This design comes from an exercise in tuning for small area on the open sky130 flow, not from production work. In this exercise RTL edits were held to simulation tests only and were not proved equivalent to the original.

File: design/flow/config.mk
export PLATFORM = sky130hd
export DESIGN_NAME = cbfp2
export DESIGN_NICKNAME = cbfp2
export VERILOG_FILES = /design/flow/design.v
export SDC_FILE = /design/flow/constraint.sdc
export NUM_CORES = 8
export LEC_CHECK = 0
export CAP_MARGIN = 20
export CORE_MARGIN = 2
export CORE_UTILIZATION = 22
export PLACE_DENSITY = 0.35
export SLEW_MARGIN = 20
File: design/flow/constraint.sdc
create_clock -name core_clock -period 6.0 [get_ports {clk}]
set_input_delay 1.2000 -clock core_clock [delete_from_list [all_inputs] [get_ports {clk}]]
set_output_delay 1.2000 -clock core_clock [all_outputs]
set_load 0.01 [all_outputs]
File: design/flow/design.v
package cbfp_pkg;
   typedef logic [5-1:0] sc_fac_t;
   typedef logic [4*5-1:0] sc_group_t;
   typedef logic [6-1:0] final_fac_t;    
   typedef logic signed [16-1:0]  sample_t;
   typedef logic signed [13-1:0] scaled_t;
   typedef logic [32*16-1:0]    sample_lanes_t;
   typedef logic [32*13-1:0]   scaled_lanes_t;
   typedef logic [32*6-1:0] final_lanes_t;
endpackage
`timescale 1ns/1ps
module sc_fac_fifo #(
   parameter int W     = 5,
   parameter int DEPTH = 8
) (
   input  logic         clk,
   input  logic         arst_n,
   input  logic         push,
   input  logic [W-1:0] push_data,
   input  logic         pop,
   output logic [W-1:0] head,
   output logic         full,
   output logic         empty
);
   localparam int PTR_W = (DEPTH > 1) ? $clog2(DEPTH) : 1;
   localparam int CNT_W = $clog2(DEPTH + 1);
   logic [W-1:0]       mem [DEPTH];
   logic [PTR_W-1:0]   wr_ptr;
   logic [PTR_W-1:0]   rd_ptr;
   logic [CNT_W-1:0]   count;
   logic do_push;
   logic do_pop;
   assign do_push = push & ~full;
   assign do_pop  = pop & ~empty;
   assign full  = (count == CNT_W'(DEPTH));
   assign empty = (count == '0);
   assign head = mem[rd_ptr];    
   always_ff @(posedge clk) begin
      if (do_push) begin
         mem[wr_ptr] <= push_data;
      end
   end
   always_ff @(posedge clk or negedge arst_n) begin
      if (!arst_n) begin
         wr_ptr <= '0;
         rd_ptr <= '0;
      end else begin
         if (do_push) begin
            wr_ptr <= (wr_ptr == PTR_W'(DEPTH - 1)) ? '0 : wr_ptr + 1'b1;
         end
         if (do_pop) begin
            rd_ptr <= (rd_ptr == PTR_W'(DEPTH - 1)) ? '0 : rd_ptr + 1'b1;
         end
      end
   end
   always_ff @(posedge clk or negedge arst_n) begin
      if (!arst_n) begin
         count <= '0;
      end else begin
         case ({do_push, do_pop})
            2'b10:   count <= count + 1'b1;
            2'b01:   count <= count - 1'b1;
            default: count <= count;    
         endcase
      end
   end
endmodule
`timescale 1ns/1ps
module index_sum (
   input  logic                    clk,
   input  logic                    arst_n,
   input  logic                    load,
   input  cbfp_pkg::sc_fac_t       blk_fac,
   input  cbfp_pkg::sc_group_t     grp_fac,
   output cbfp_pkg::final_lanes_t  fac_final,
   output logic                    fac_valid
);
   cbfp_pkg::final_lanes_t lane_sum;
   always_comb begin
      for (int i = 0; i < 32; i++) begin
         lane_sum[i*6 +: 6] =
            6'(blk_fac)
          + 6'(grp_fac[(i / 8)*5 +: 5]);
      end
   end
   always_ff @(posedge clk) begin
      if (load) begin
         fac_final <= lane_sum;    
      end
   end
   always_ff @(posedge clk or negedge arst_n) begin
      if (!arst_n) begin
         fac_valid <= 1'b0;
      end else begin
         fac_valid <= load;    
      end
   end
endmodule
`timescale 1ns/1ps
module block_shift (
   input  logic                    clk,
   input  logic                    arst_n,
   input  logic                    capture,
   input  cbfp_pkg::sample_lanes_t din_r,
   input  cbfp_pkg::sample_lanes_t din_q,
   input  cbfp_pkg::final_lanes_t  fac_final,
   input  logic                    fac_valid,
   output cbfp_pkg::scaled_lanes_t dout_r,
   output cbfp_pkg::scaled_lanes_t dout_q,
   output logic                    dout_valid
);
   cbfp_pkg::sample_lanes_t cap_r;
   cbfp_pkg::sample_lanes_t cap_q;
   function automatic cbfp_pkg::scaled_t renorm(input cbfp_pkg::sample_t smp,
                                                input cbfp_pkg::final_fac_t s);
      cbfp_pkg::sample_t shifted;
      if (s >= 23) begin
         shifted = '0;
      end else if (s > 9) begin
         shifted = smp >>> (s - 9);    
      end else begin
         shifted = smp <<< (9 - s);
      end
      renorm = shifted[13-1:0];    
   endfunction
   always_ff @(posedge clk) begin
      if (capture) begin
         cap_r <= din_r;
         cap_q <= din_q;
      end
   end
   always_ff @(posedge clk) begin
      if (fac_valid) begin
         for (int i = 0; i < 32; i++) begin
            dout_r[i*13 +: 13] <=
               renorm(cap_r[i*16 +: 16],
                      fac_final[i*6 +: 6]);
            dout_q[i*13 +: 13] <=
               renorm(cap_q[i*16 +: 16],
                      fac_final[i*6 +: 6]);
         end
      end
   end
   always_ff @(posedge clk or negedge arst_n) begin
      if (!arst_n) begin
         dout_valid <= 1'b0;
      end else begin
         dout_valid <= fac_valid;
      end
   end
endmodule
`timescale 1ns/1ps
module cbfp2 (
   input  logic                                   clk,
   input  logic                                   arst_n,
   input  logic                                   push_idx0,
   input  logic [5-1:0]                 push_data_idx0,
   input  logic                                   push_idx1,
   input  logic [4*5-1:0]    push_data_idx1,
   input  logic                                   pop,
   input  logic [32*16-1:0]      din_r,
   input  logic [32*16-1:0]      din_q,
   output logic [32*13-1:0]     dout_r,
   output logic [32*13-1:0]     dout_q,
   output logic                                   dout_valid,
   output logic                                   sc_ready,
   output logic                                   sc_full
);
   cbfp_pkg::sc_fac_t      blk_head;
   cbfp_pkg::sc_group_t    grp_head;
   logic                   blk_full;
   logic                   blk_empty;
   logic                   grp_full;
   logic                   grp_empty;
   logic                   pop_ok;
   cbfp_pkg::final_lanes_t fac_final;
   logic                   fac_valid;
   assign sc_ready = ~blk_empty & ~grp_empty;
   assign sc_full  = blk_full | grp_full;
   assign pop_ok   = pop & sc_ready;    
   sc_fac_fifo #(
      .W         (5),
      .DEPTH     (8)
   ) blk_fifo_i (
      .clk       (clk),
      .arst_n    (arst_n),
      .push      (push_idx0),
      .push_data (push_data_idx0),
      .pop       (pop_ok),
      .head      (blk_head),
      .full      (blk_full),
      .empty     (blk_empty)
   );
   sc_fac_fifo #(
      .W         (4*5),
      .DEPTH     (8)
   ) grp_fifo_i (
      .clk       (clk),
      .arst_n    (arst_n),
      .push      (push_idx1),
      .push_data (push_data_idx1),
      .pop       (pop_ok),
      .head      (grp_head),
      .full      (grp_full),
      .empty     (grp_empty)
   );
   index_sum index_sum_i (
      .clk       (clk),
      .arst_n    (arst_n),
      .load      (pop_ok),
      .blk_fac   (blk_head),
      .grp_fac   (grp_head),
      .fac_final (fac_final),
      .fac_valid (fac_valid)
   );
   block_shift block_shift_i (
      .clk        (clk),
      .arst_n     (arst_n),
      .capture    (pop_ok),
      .din_r      (din_r),
      .din_q      (din_q),
      .fac_final  (fac_final),
      .fac_valid  (fac_valid),
      .dout_r     (dout_r),
      .dout_q     (dout_q),
      .dout_valid (dout_valid)
   );
endmodule
File: design/flow/run.sh
#!/bin/bash
# synth_recipe.tcl (not shown) runs the flow's synth.tcl, then flattens the netlist and writes it again
# the make line also repeats each setting of config.mk as NAME=value (left out here)
make -C /OpenROAD-flow-scripts/flow DESIGN_CONFIG=/design/flow/config.mk WORK_HOME=/design/flow/orfs CLKGATE_MAP_FILE= SYNTH_SCRIPT=/design/flow/synth_recipe.tcl finish
==> notes.md <==
==> area by class of cell <==
class                           count  area (um2)  share of cell area
Clock inverter                    178        1966             0.01021
Timing Repair Buffer             2729       26140              0.1358
Multi-Input combinational cell  11332       82090              0.4265
Clock buffer                      340        7506             0.03900
Sequential cell                  2102       63020              0.3274
Tap cell                         8997       11260             0.05849
Antenna cell                       88       220.2            0.001144
Inverter                           72       284.0            0.001476
==> cells in the final DEF, fill, tap and decap left out, drive strengths merged, types with 396 or more instances in the layout <==
cell	n
edfxtp	2080
clkdlybuf4s50	1888
nand2	1883
o21ai	1265
nor2	1154
mux2i	1055
a21oi	1048
buf	840
mux4	563
mux2	540
nand3	396
==> routing by layer <==
metal / vias to the layer above / track usage / share of wire
li1: 61991 / - / -
met1: 80219 / 0.4674 / 0.44
met2: 11875 / 0.4447 / 0.39
met3: 1832 / 0.1085 / 0.12
met4: 80 / 0.1353 / 0.051
met5: - / 0 / 0.00048
==> cells by family (layout without fill, tap and decap cells) <==
kind of cell | count (synthesis) | in the layout | share of synthesized area
AOI/OAI and AO/OA | 4976 | 4976 | 0.2191
and+or+nand+nor | 4094 | 4094 | 0.1155
DFF | 2102 | 2102 | 0.4183
adders and majority gates | 60 | 60 | 0.005283
muxes | 2158 | 2158 | 0.1947
buffers and inverters | 1584 | 3319 | 0.04433
xor gates and xnor gates | 44 | 44 | 0.002807
other | 0 | 88 | 0
==> synth_stat cells, types with 90 or more instances <==
| library cell | number |
|---|---|
| sky130_fd_sc_hd__edfxtp_1 | 2080 |
| sky130_fd_sc_hd__nand2_1 | 1883 |
| sky130_fd_sc_hd__o21ai_0 | 1236 |
| sky130_fd_sc_hd__nor2_1 | 1144 |
| sky130_fd_sc_hd__mux2i_1 | 1054 |
| sky130_fd_sc_hd__a21oi_1 | 1041 |
| sky130_fd_sc_hd__clkbuf_1 | 787 |
| sky130_fd_sc_hd__mux4_2 | 563 |
| sky130_fd_sc_hd__mux2_2 | 540 |
| sky130_fd_sc_hd__buf_2 | 539 |
| sky130_fd_sc_hd__nand3_1 | 396 |
| sky130_fd_sc_hd__o22ai_1 | 305 |
| sky130_fd_sc_hd__o211ai_1 | 301 |
| sky130_fd_sc_hd__a22oi_1 | 257 |
| sky130_fd_sc_hd__a211oi_1 | 253 |
| sky130_fd_sc_hd__a221oi_1 | 239 |
| sky130_fd_sc_hd__nor3_1 | 203 |
| sky130_fd_sc_hd__buf_1 | 170 |
| sky130_fd_sc_hd__a31oi_1 | 159 |
| sky130_fd_sc_hd__nor2b_1 | 110 |
| sky130_fd_sc_hd__o221ai_1 | 97 |
| sky130_fd_sc_hd__and3_1 | 90 |
==> sequential cells by signal, indices dropped and copies added, names as in the netlist, 24 cells and up <==
register,count
block_shift_i.cap_q,512
block_shift_i.cap_r,512
block_shift_i.dout_q,416
block_shift_i.dout_r,416
grp_fifo_i.mem,160
blk_fifo_i.mem,40
index_sum_i.fac_final,24
==> worst paths after layout <==
path / to / slack [ns] / cells past startpoint
max in group asynchronous: index_sum_i.fac_valid / 5.04 / 2
min: grp_fifo_i.count[3] / 0.51 / 1
max: block_shift_i.dout_q[92] / 0.86 / 8
max reg2reg: block_shift_i.dout_q[92] / 0.86 / 8
min reg2reg: grp_fifo_i.count[3] / 0.51 / 1
min in group asynchronous: block_shift_i.dout_valid / 0.57 / 2
==> metrics by stage <==
step | std cells | area [um2]
after floorplan | 15018 | 150700
after global placement | 25231 | 182800
after detailed placement | 25231 | 182800
after CTS | 25749 | 192200
after global routing | 25797 | 192400
final | 25838 | 192500
==> summary.json <==
{
  "tritoncts_clock_tree": "built",
  "die_h_um": 831.5,
  "start_kind": "flop",
  "drt-wirelength-per-cell_um": 45.93,
  "critical_path.endpoint_type": "flop",
  "crit_path_max_incr_delay_ns": 0.97,
  "worstSetupPathType": "reg -> reg",
  "cp_data_required_time_ns": 6.64,
  "wirelength_um": 1187000,
  "cts-resized-gates": 0,
  "count_of_final_setup_violators": 0,
  "synthDistinctLibCells": 109,
  "critPathSlowestCell": "sky130_fd_sc_hd__o21ai_0",
  "postCtsSetupBuffers": 0,
  "synth.largest_area_cell": "sky130_fd_sc_hd__edfxtp_1",
  "placeableCoreArea_um2": 681600,
  "setup_ws_ns": 0.8594,
  "finalHoldViolations": 0,
  "path_buf_inv": 3,
  "synth_nets": 16132,
  "initial_antenna_violation_count": 272,
  "numCtsBuffers": 286,
  "area_enclosed_by_the_die_boundary_um2": 691400,
  "clock_skew_ns": 0.06716,
  "initial_cell_density_of_the_core": 0.2210,
  "track_usage": 0.3266,
  "post_route_cells_drive_above_1_share": 0.1603,
  "yosysTopAreaCellShare": 0.4146,
  "run_status": "finished clean",
  "timing.final.crit_share": 0.8568,
  "maxClockFrequency_mhz": 194.5,
  "rr_startpoint": "index_sum_i.fac_final[45]",
  "synth-edff-count": 2080,
  "ys.flop_type": "sky130_fd_sc_hd__edfxtp_1",
  "clock_sink_count": 2102,
  "io_buffer_count": 1888,
  "worst_slew_margin_rel": 0.1150,
  "async_flop_share": 0.01047,
  "worst_setup_hold_path_clk_slew_ns": 0.06,
  "finalWeightedCongestion": 1.037,
  "hp-start": "grp_fifo_i.count[3]",
  "vias_per_cell": 6.038,
  "final.fill_count": 71756,
  "synth.area.top_cells": "sky130_fd_sc_hd__edfxtp_1 41%, sky130_fd_sc_hd__mux4_2 8.4%, sky130_fd_sc_hd__mux2i_1 7.0%",
  "post-route-min-period_ns": 5.141,
  "preCtsSetupSlack_ns": 1.195,
  "insertion_delay_of_the_later_clocked_pin_in_the_worst_skew_pair_ns": 1.02,
  "fp.dieW_um": 831.5,
  "clk_path_buf_depth": 4,
  "timing.critical_path.from": "index_sum_i.fac_final[45]",
  "yosysWarnings": 4,
  "std_cell_rows": 303,
  "rsz0062_at_grt": "no",
  "timing.critical_path.cells": "inv_2 -> o21ai_1 -> nand4_1 -> buf_4 -> o21ai_1 -> buf_4 -> a221oi_1 -> o21ai_0",
  "pin_count_of_the_biggest_net_entering_global_routing": 152,
  "critPathMaxFanout": 10,
  "grt_remaining_overflow": 0,
  "utilization": 0.2824,
  "grt_first_pass_wirelength_um": 1525000,
  "min-delay-path-class": "reg -> reg",
  "worst_hold_slack_ns": 0.5068,
  "arrival_ns": 5.78,
  "cap_violations": 0,
  "worst-slew-pin-transition_ns": 1.328,
  "cts_hold_buffers": 0,
  "timing.critical_path.max_delay_family": "compound AO/OA/AOI/OAI gates",
  "post_synth.cell_area_avg_um2": 10.03,
  "first_global_vias": 142080,
  "area_growth_pct": 27.77,
  "routed-via-count": 155997,
  "drc_violations_left": 0,
  "dr.pass1.iters": 10,
  "ant_nets": 0,
  "ys_seq_area_frac": 0.4183,
  "fin_tns_setup_ns": 0,
  "drc_violation_total_after_the_first_tritonroute_iteration": 27755,
  "ctsHtreeMaxLevel": 5,
  "pin_count": 1889,
  "synth-seq-cells": 2102,
  "final_max_slew_viol_count": 0,
  "synthCells": 15018,
  "syn-cell-area_um2": 150600,
  "hpwlAfterDp_um": 910300,
  "number_of_nets_in_the_finished_design": 17637,
  "cts_root_buf": "sky130_fd_sc_hd__clkbuf_16"
}

==> what the ideal ports hide <==
No port has a modelled driver above. Below, the same layout with a new extraction and two added sets of constraints. Step 1 assumes that a clkbuf_16 drives the clock port and a buf_2 every other input. Step 2 times the ports against the registers' clock, not the clock port: input delays grow and output delays shrink by t, the midpoint of the rising clock arrivals with the driver on. Three values: ideal ports, drivers, drivers and shift; two values: the first two.
t, ns: 1.122
slack for setup (ns): 0.859 / 0.859 / 0.859
hold WS [ns]: 0.507 / 0.469 / 0.507
slew at the worst register clock pin (ns): 0.08 / 0.08
worst slew at a driven data input, ns: 0.57
After both steps setup and hold are still met in this run. The setup slack of this run moves by 0.000 ns with the drivers and by 0.000 ns with both steps.
